Context: an optimization exercise on an open-source flow, tuned for small area, a short achievable clock period and few clock cycles. The choices shown serve that exercise and are no tape-out recipe. RTL that was checked went through simulation tests only; none was proved equivalent to the original. Power and IR drop assume default switching activity.

==> flow/design.v <==
`default_nettype none
package axiAhbPkg;
    localparam int AddrWidth    = 32;
    localparam int DataWidth    = 32;
    localparam int IdWidth      = 4;
    localparam int MaxBeats     = 16;
    localparam int BeatIdxWidth = 4;
    typedef enum logic [1:0]
    {
        OKAY   = 2'd0,
        SLVERR = 2'd2
    } axiResp_e;
    typedef enum logic [1:0]
    {
        IDLE   = 2'd0,
        NONSEQ = 2'd2
    } ahbTrans_e;
    typedef enum logic [2:0]
    {
        BYTE = 3'd0,
        HALF = 3'd1,
        WORD = 3'd2
    } axiSize_e;
    typedef struct packed
    {
        logic [IdWidth-1:0]      id;
        logic [AddrWidth-1:0]    addr;
        logic [BeatIdxWidth-1:0] len;
        axiSize_e                size;
    } burstReq_t;
    typedef struct packed
    {
        logic [DataWidth-1:0] data;
        logic                 err;
    } readBeat_t;
endpackage
`default_nettype wire
`timescale 1ns/1ps
`default_nettype none
module bridgeNand2 (
    input  wire  a,
    input  wire  b,
    output logic y
);
    assign y = !(a && b);
endmodule
module bridgeNand3 (
    input  wire  a,
    input  wire  b,
    input  wire  c,
    output logic y
);
    assign y = !(a && b && c);
endmodule
module bridgeAnd2 (
    input  wire  a,
    input  wire  b,
    output logic y
);
    assign y = a && b;
endmodule
module bridgeAo21 (
    input  wire  a,
    input  wire  b0,
    input  wire  b1,
    output logic y
);
    assign y = a || (b0 && b1);
endmodule
module bridgeAo3 (
    input  wire  a0,
    input  wire  a1,
    input  wire  b0,
    input  wire  b1,
    input  wire  b2,
    input  wire  c0,
    input  wire  c1,
    input  wire  c2,
    output logic y
);
    logic na;
    logic nb;
    logic nc;
    bridgeNand2 uNa (.a(a0), .b(a1), .y(na));
    bridgeNand3 uNb (.a(b0), .b(b1), .c(b2), .y(nb));
    bridgeNand3 uNc (.a(c0), .b(c1), .c(c2), .y(nc));
    bridgeNand3 uY  (.a(na), .b(nb), .c(nc), .y(y));
endmodule
module bridgeSel3 #(
    parameter int Width = 1
) (
    input  wire  [Width-1:0] d0,
    input  wire  [Width-1:0] d1,
    input  wire  [Width-1:0] d2,
    input  wire              s0,
    input  wire              s1,
    input  wire              s2,
    output logic [Width-1:0] y
);
    for (genvar i = 0; i < Width; i++)
    begin : gBit
        logic n0;
        logic n1;
        logic n2;
        bridgeNand2 uN0 (.a(s0), .b(d0[i]), .y(n0));
        bridgeNand2 uN1 (.a(s1), .b(d1[i]), .y(n1));
        bridgeNand2 uN2 (.a(s2), .b(d2[i]), .y(n2));
        bridgeNand3 uY  (.a(n0), .b(n1), .c(n2), .y(y[i]));
    end
endmodule
module bridgeSel2 #(
    parameter int Width = 1
) (
    input  wire  [Width-1:0] d0,
    input  wire  [Width-1:0] d1,
    input  wire              s0,
    input  wire              s1,
    output logic [Width-1:0] y
);
    for (genvar i = 0; i < Width; i++)
    begin : gBit
        logic n0;
        logic n1;
        bridgeNand2 uN0 (.a(s0), .b(d0[i]), .y(n0));
        bridgeNand2 uN1 (.a(s1), .b(d1[i]), .y(n1));
        bridgeNand2 uY  (.a(n0), .b(n1), .y(y[i]));
    end
endmodule
`default_nettype wire
`timescale 1ns/1ps
`default_nettype none
module axiToAhbBridge (
    input  wire         ACLK,
    input  wire         rst,
    input  wire         awValid,
    output logic        awReady,
    input  wire  [3:0]  awId,
    input  wire  [31:0] awAddr,
    input  wire  [3:0]  awLen,
    input  wire  [2:0]  awSize,
    input  wire         wValid,
    output logic        wReady,
    input  wire  [31:0] wData,
    input  wire         wLast,
    output logic        bValid,
    input  wire         bReady,
    output logic [3:0]  bId,
    output logic [1:0]  bResp,
    input  wire         arValid,
    output logic        arReady,
    input  wire  [3:0]  arId,
    input  wire  [31:0] arAddr,
    input  wire  [3:0]  arLen,
    input  wire  [2:0]  arSize,
    output logic        rValid,
    input  wire         rReady,
    output logic [3:0]  rId,
    output logic [31:0] rData,
    output logic [1:0]  rResp,
    output logic        rLast,
    output logic [31:0] hAddr,
    output logic        hWrite,
    output logic [2:0]  hSize,
    output logic [1:0]  hTrans,
    output logic [31:0] hWData,
    input  wire  [31:0] hRData,
    input  wire         hReady,
    input  wire         hResp
);
    logic [31:0] addr;       
    logic [3:0]  cnt;        
    logic [1:0]  size;
    logic [3:0]  id;
    logic        wr;         
    logic        err;        
    logic [31:0] data;       
    logic        idle;       
    logic        wsel;       
    logic        busy;       
    logic        rSel;       
    logic        rSelN;      
    logic        wDpL;       
    logic        wIss;       
    logic        rIss;       
    logic        ap;         
    logic        dp;         
    logic        rp;         
    logic        wA;         
    logic        rA;         
    logic        rDp;        
    logic        rRp;        
    logic        wRp;        
    logic        ldW;
    logic        ldR;
    logic [31:0] cAddr;
    logic [1:0]  cSize;
    logic [3:0]  cCnt;
    logic        issue;
    logic        accept;
    logic        dpDone;
    logic        respValid;
    logic        respReady;
    logic        apN;
    logic        dpN;
    logic        rpN;
    logic        wrN;
    assign wA   = ap && wr;
    assign rA   = ap && !wr;
    assign rDp  = dp && !wr;
    assign rRp  = rp && !wr;
    assign wRp  = rp && wr;
    assign arReady = idle && !awValid;
    assign awReady = wsel;
    assign ldR     = arValid && arReady;
    assign ldW     = wsel;
    bridgeSel3 #(.Width(32)) uSelAddr (.d0(arAddr), .d1(awAddr), .d2(addr), .s0(idle), .s1(wsel), .s2(busy), .y(cAddr));
    bridgeSel3 #(.Width(2)) uSelSize (.d0(arSize[1:0]), .d1(awSize[1:0]), .d2(size), .s0(idle), .s1(wsel), .s2(busy), .y(cSize));
    assign cCnt  = ({4{idle}} & arLen) | ({4{wsel}} & awLen) | ({4{busy}} & cnt);
    assign issue  = (wIss && wValid) || (rIss && hReady && rReady) || ldR;
    assign accept = issue && hReady;
    assign dpDone = dp && hReady;
    logic hTransNs;
    bridgeAo3 uHTrans (.a0(wIss), .a1(wValid), .b0(rIss), .b1(hReady), .b2(rReady), .c0(idle), .c1(arValid), .c2(!awValid),
                       .y(hTransNs));
    assign hTrans = {hTransNs, 1'b0};
    assign hAddr  = cAddr;
    assign hWrite = wsel || (!idle && wr);
    assign hSize  = {1'b0, cSize};
    assign hWData = data;
    logic wrTake;
    assign wrTake = wIss && hReady;
    bridgeAnd2 uWReady (.a(wIss), .b(hReady), .y(wReady));
    logic bVal;
    assign bVal = wRp || (wDpL && hReady);
    bridgeAo21 uBValid (.a(wRp), .b0(wDpL), .b1(hReady), .y(bValid));
    assign bId    = id;
    assign bResp  = {err || (dp && hResp), 1'b0};
    logic rVal;
    assign rVal = rRp || (rDp && hReady);
    bridgeAo21 uRValid (.a(rRp), .b0(rDp), .b1(hReady), .y(rValid));
    assign rId    = id;
    bridgeSel2 #(.Width(32)) uSelRData (.d0(data), .d1(hRData), .s0(rSel), .s1(rSelN), .y(rData));
    assign rResp  = {rp ? err : hResp, 1'b0};
    assign rLast  = !ap;
    logic [11:0] incAddr;
    logic [3:0]  decCnt;
    logic [2:0] incLow;
    assign incLow  = {1'b0, cAddr[1:0]} + {1'b0, cSize == 2'd1, cSize == 2'd0};
    assign incAddr = {cAddr[11:2] + {9'd0, incLow[2] || (cSize == 2'd2)}, incLow[1:0]};
    assign decCnt  = cCnt - 4'd1;
    assign respValid = bVal || rVal;
    assign respReady = wr ? bReady : rReady;
    assign wrN = wsel || (!idle && wr);
    assign apN = (ap || ldR || wsel) && !(accept && (cCnt == 4'd0));
    assign dpN = accept || (dp && !hReady);
    assign rpN = respValid && !respReady;
    always_ff @(posedge ACLK)
    begin
        if (rst)
        begin
            idle <= 1'b1;
            wsel <= 1'b0;
            busy <= 1'b0;
            rSel <= 1'b0;
            rSelN <= 1'b1;
            wDpL <= 1'b0;
            wIss <= 1'b0;
            rIss <= 1'b0;
            ap   <= 1'b0;
            dp   <= 1'b0;
            rp   <= 1'b0;
        end
        else
        begin
            idle <= !(apN || dpN || rpN) && !(idle && awValid);
            wsel <= idle && awValid;
            busy <= apN || dpN || rpN;
            rSel <= rpN || wrN;
            rSelN <= !(rpN || wrN);
            wDpL <= dpN && wrN && !apN;
            wIss <= (apN && wrN) || (idle && awValid);
            rIss <= apN && !wrN;
            ap   <= apN;
            dp   <= dpN;
            rp   <= rpN;
        end
    end
    logic [31:0] nData;
    bridgeSel2 #(.Width(32)) uSelData (.d0(wData), .d1(rData), .s0(wrTake), .s1(!wrTake), .y(nData));
    always_ff @(posedge ACLK)
    begin
        data <= nData;
    end
    always_ff @(posedge ACLK)
    begin
        addr[31:12] <= cAddr[31:12];
        addr[11:0]  <= accept ? incAddr : cAddr[11:0];
        cnt         <= accept ? decCnt : cCnt;
        size        <= cSize;
        wr <= wrN;
        if (idle || wsel)
            id <= wsel ? awId : arId;
        err <= !(idle || wsel) && (wr ? bResp[1] : rResp[1]);
    end
endmodule
`default_nettype wire
Settings: LEC_CHECK=0, CAP_MARGIN=20, CORE_MARGIN=2, CORE_UTILIZATION=55, PLACE_DENSITY=0.7, SETUP_SLACK_MARGIN=2.82, SLEW_MARGIN=20, SYNTH_HIERARCHICAL=1, SYNTH_MINIMUM_KEEP_SIZE=0; clock period 5.5 ns.
standard.sh (not shown) runs the stock make flow with config.mk's settings and CLKGATE_MAP_FILE= SYNTH_SCRIPT=/design/flow/synth_recipe.tcl, a recipe that flattens the netlist after the stock synthesis.
==> flow/flow/run.sh <==
#!/bin/bash
set -euo pipefail
export BUFFER_PORTS_ARGS="-buffer_cell sky130_fd_sc_hd__buf_1"
export CTS_ARGS="-sink_clustering_enable -repair_clock_nets -dont_use_dummy_load -buf_list sky130_fd_sc_hd__clkbuf_8 -root_buf sky130_fd_sc_hd__clkbuf_8"
if ! bash standard.sh finish > make_finish.log 2>&1; then
  tail -50 make_finish.log
  exit 1
fi
Rerun with:
Settings changed: SETUP_SLACK_MARGIN 2.82 to 2.72.
After rerunning: Count of clock-buffer cells in the layout does not change; setup slack gets worse by 0.066 ns; design area shrinks by 3.2%.
Function was not checked in any run of this note: the RTL went through the layout flow alone.

---

v32:
axiToAhbBridge, a different RTL version from the one above (not shown whole).
Size in the first run: roughly 400 cells after synthesis, ~79 flip-flops, roughly 0.0044 mm2 of cells after synthesis.
Settings: LEC_CHECK=0, CAP_MARGIN=20, CORE_MARGIN=2, CORE_UTILIZATION=40, SLEW_MARGIN=20; clock period 5.5 ns.
run.sh (not shown) runs the stock make flow with config.mk's settings and CLKGATE_MAP_FILE= SYNTH_SCRIPT=/design/flow/synth_recipe.tcl, a recipe that flattens the netlist after the stock synthesis.
Stock flow here: none of the scripts above is used.
Testbench counts of v32, summed over its fixed seeds: cycles 20,074.
Here is what was changed in the inputs of v25 compared with v32.
# v32
export LEC_CHECK = 0
export CAP_MARGIN = 20
export CORE_MARGIN = 2
export CORE_UTILIZATION = 40
export SLEW_MARGIN = 20
create_clock -name core_clock -period 5.5 [get_ports {ACLK}]
# v25
export LEC_CHECK = 0
export CAP_MARGIN = 20
export CORE_MARGIN = 2
export CORE_UTILIZATION = 40
export SETUP_SLACK_MARGIN = 3.0
export SLEW_MARGIN = 20
create_clock -name core_clock -period 5.5 [get_ports {ACLK}]
==> flow/flow/run.sh (new file) <==
#!/bin/bash
set -euo pipefail
export BUFFER_PORTS_ARGS="-buffer_cell sky130_fd_sc_hd__buf_1"
if ! bash standard.sh finish > make_finish.log 2>&1; then
  tail -50 make_finish.log
  exit 1
fi
==> flow/standard.sh (new file) <==
#!/bin/bash
# synth_recipe.tcl (not shown) runs the flow's synth.tcl, then flattens the netlist and writes it again
# the make line also repeats each setting of config.mk as NAME=value (left out here)
make -C /OpenROAD-flow-scripts/flow DESIGN_CONFIG=/design/flow/config.mk WORK_HOME=/design/flow/orfs CLKGATE_MAP_FILE= SYNTH_SCRIPT=/design/flow/synth_recipe.tcl "${@:-finish}"
removed: flow/run.sh
--- outcome ---
Higher wire length on met2 goes to v25 over v32. Per the comparison of v25 with v32, clock slew at the register clock pins of the worst setup and hold paths has remained practically unchanged; routed wirelength normalized by instance count has decreased; combinational cell fraction of total power has decreased; via count has increased; total power of the final layout has decreased. Violation count after the first detailed-routing iteration deteriorates in v25 relative to v32. For v25, the biggest area consumer among cell classes was sequential cells, unlike v32, where it was buffers. Comparing v32 and v25, final critical-path setup slack is higher on v25. Reported for v32 and v25, total CTS buffers turned out identical to the last digit.

---

Another version of the RTL of axiToAhbBridge (not shown whole).
For scale: about 87 flip-flops, roughly 4600 um^2 of cells after synthesis.
==> flow/config.mk <==
export PLATFORM = sky130hd
export DESIGN_NAME = axiToAhbBridge
export DESIGN_NICKNAME = axiToAhbBridge
export VERILOG_FILES = /design/flow/design.v
export SDC_FILE = /design/flow/constraint.sdc
export NUM_CORES = 4
export LEC_CHECK = 0
export CAP_MARGIN = 20
export CORE_MARGIN = 2
export CORE_UTILIZATION = 40
export SETUP_SLACK_MARGIN = 2.9
export SLEW_MARGIN = 20
==> flow/constraint.sdc <==
create_clock -name core_clock -period 5.5 [get_ports {ACLK}]
set_input_delay 1.1000 -clock core_clock [delete_from_list [all_inputs] [get_ports {ACLK}]]
set_output_delay 1.1000 -clock core_clock [all_outputs]
set_load 0.01 [all_outputs]
standard.sh (not shown) runs the stock make flow with config.mk's settings and CLKGATE_MAP_FILE= SYNTH_SCRIPT=/design/flow/synth_recipe.tcl, a recipe that flattens the netlist after the stock synthesis.
==> flow/flow/run.sh <==
#!/bin/bash
set -euo pipefail
export BUFFER_PORTS_ARGS="-buffer_cell sky130_fd_sc_hd__buf_1"
if ! bash standard.sh finish > make_finish.log 2>&1; then
  tail -50 make_finish.log
  exit 1
fi
The baseline went through all stages and came out clean.
Then changed:
- SETUP_SLACK_MARGIN: 2.9 -> 2.6
The new run passed the timing, design-rule and antenna checks.
Die area stays the same.
Worst hold slack degrades by 0.016 ns.
Clock-buffer cell count rose by 1.
Global-route usage fell by 0.23 points.
Worst setup slack degrades by 0.12 ns.
Wire length fell by a few percent.
First-iteration DRC count rose by roughly a tenth.
Power fell by a few percent.
Cell area fell by roughly a tenth.
Fmax fell by a few percent.
Function was not checked in any run of this note: the RTL went through the layout flow alone.

---

job 635:
axiToAhbBridge, a different RTL version from the one above (not shown whole).
For scale: roughly 400 cells after synthesis, roughly 86 flip-flops, roughly 3900 um^2 of cells after synthesis.
Settings: LEC_CHECK=0, CAP_MARGIN=20, CORE_MARGIN=2, CORE_UTILIZATION=55, PLACE_DENSITY=0.5, SETUP_SLACK_MARGIN=2.72, SLEW_MARGIN=20, SYNTH_HIERARCHICAL=1, SYNTH_MINIMUM_KEEP_SIZE=0; clock period 5.5 ns.
==> flow/flow/run.sh <==
#!/bin/bash
set -euo pipefail
export BUFFER_PORTS_ARGS="-buffer_cell sky130_fd_sc_hd__buf_1"
export CTS_ARGS="-sink_clustering_enable -repair_clock_nets -dont_use_dummy_load -buf_list sky130_fd_sc_hd__clkbuf_8 -root_buf sky130_fd_sc_hd__clkbuf_8"
if ! bash standard.sh finish > make_finish.log 2>&1; then
  tail -50 make_finish.log
  exit 1
fi
Testbench counts of job 635, summed over its fixed seeds: cycles 19,428.
Input changes introduced in job 5917 (baseline for comparison: job 635):
- PLACE_DENSITY now 0.85, was 0.5
==> comparison <==
Cell area: job 635 vs job 5917 — no meaningful difference
Wire length on met1 for job 5917 is lower than for job 635.
Going from job 635 to job 5917, final setup slack of the worst path increased 0.016 ns; share of the core filled with cells in the final layout saw little to no change; total power now sits lower; placer congestion estimate now sits lower.
Changes in job 5239 relative to job 5917:
- PLACE_DENSITY now 0.7, was 0.85
## What came out
On fraction of layout cells with a size suffix above 1, job 5239 and job 5917 are neck and neck. When the final numbers for job 5239 and job 5917 were put side by side, the worst-case clock skew turned out to be smaller in job 5239. Looking at timing startpoint of the critical path, the hRData[15] result is from job 5917; the arAddr[4] one comes from job 5239. Compared with job 5917, job 5239 shows a higher share of the core filled with cells. Diff job 5917..job 5239 | footprint of the multi-input gates | unchanged. Going from job 5917 to job 5239, the share of the clock period used by the worst path after layout was found to have gone up by 0.21 points. Summary of job 5239 over job 5917: non-filler instance count after layout saw little to no change; global-route usage over all layers up 0.57 points; via count has increased. Number of placed instances with taps included: job 5917 vs job 5239, no meaningful difference.

[afterwards: timing with drivers on the ports]
Ports are ideal in the flow. The routed layouts listed here were re-timed in OpenROAD.
Step 1 (the two cells are an assumption about what drives the block):
set clk [get_ports {ACLK}]
set_driving_cell -lib_cell sky130_fd_sc_hd__clkbuf_16 $clk
set_driving_cell -lib_cell sky130_fd_sc_hd__buf_2 [delete_from_list [all_inputs] $clk]
Step 2, shift: input delay + t, output delay - t, t = (earliest + latest rising clock arrival at the registers) / 2. This alone moves slack from input paths to output paths.
a / b / c = no drivers / after step 1 / after step 2; a / b = the first two.
run | t (ns) | setup WS [ns] | worst data-port slew with drivers (ns) | cell pins on the clock port's net
the first run of note 1 | 0.362 | 2.811 / 2.777 / 2.505 | 0.08 | 1
the second run of note 1 | 0.363 | 2.745 / 2.724 / 2.435 | 0.07 | 1
v32 | 0.383 | 1.694 / 1.628 / 1.628 | 0.07 | 1
v25 | 0.381 | 2.636 / 2.572 / 2.572 | 0.08 | 1
the first run of note 3 | 0.370 | 2.804 / 2.742 / 2.742 | 0.08 | 1
the second run of note 3 | 0.369 | 2.685 / 2.645 / 2.645 | 0.06 | 1
job 635 | 0.357 | 2.756 / 2.727 / 2.435 | 0.07 | 1
job 5917 | 0.360 | 2.771 / 2.748 / 2.440 | 0.06 | 1
job 5239 | 0.361 | 2.760 / 2.727 / 2.446 | 0.06 | 1
After both steps setup and hold are still met in every run listed. The setup slack of job 5917, which loses most, moves by -0.023 ns with the drivers and by -0.331 ns with both steps.
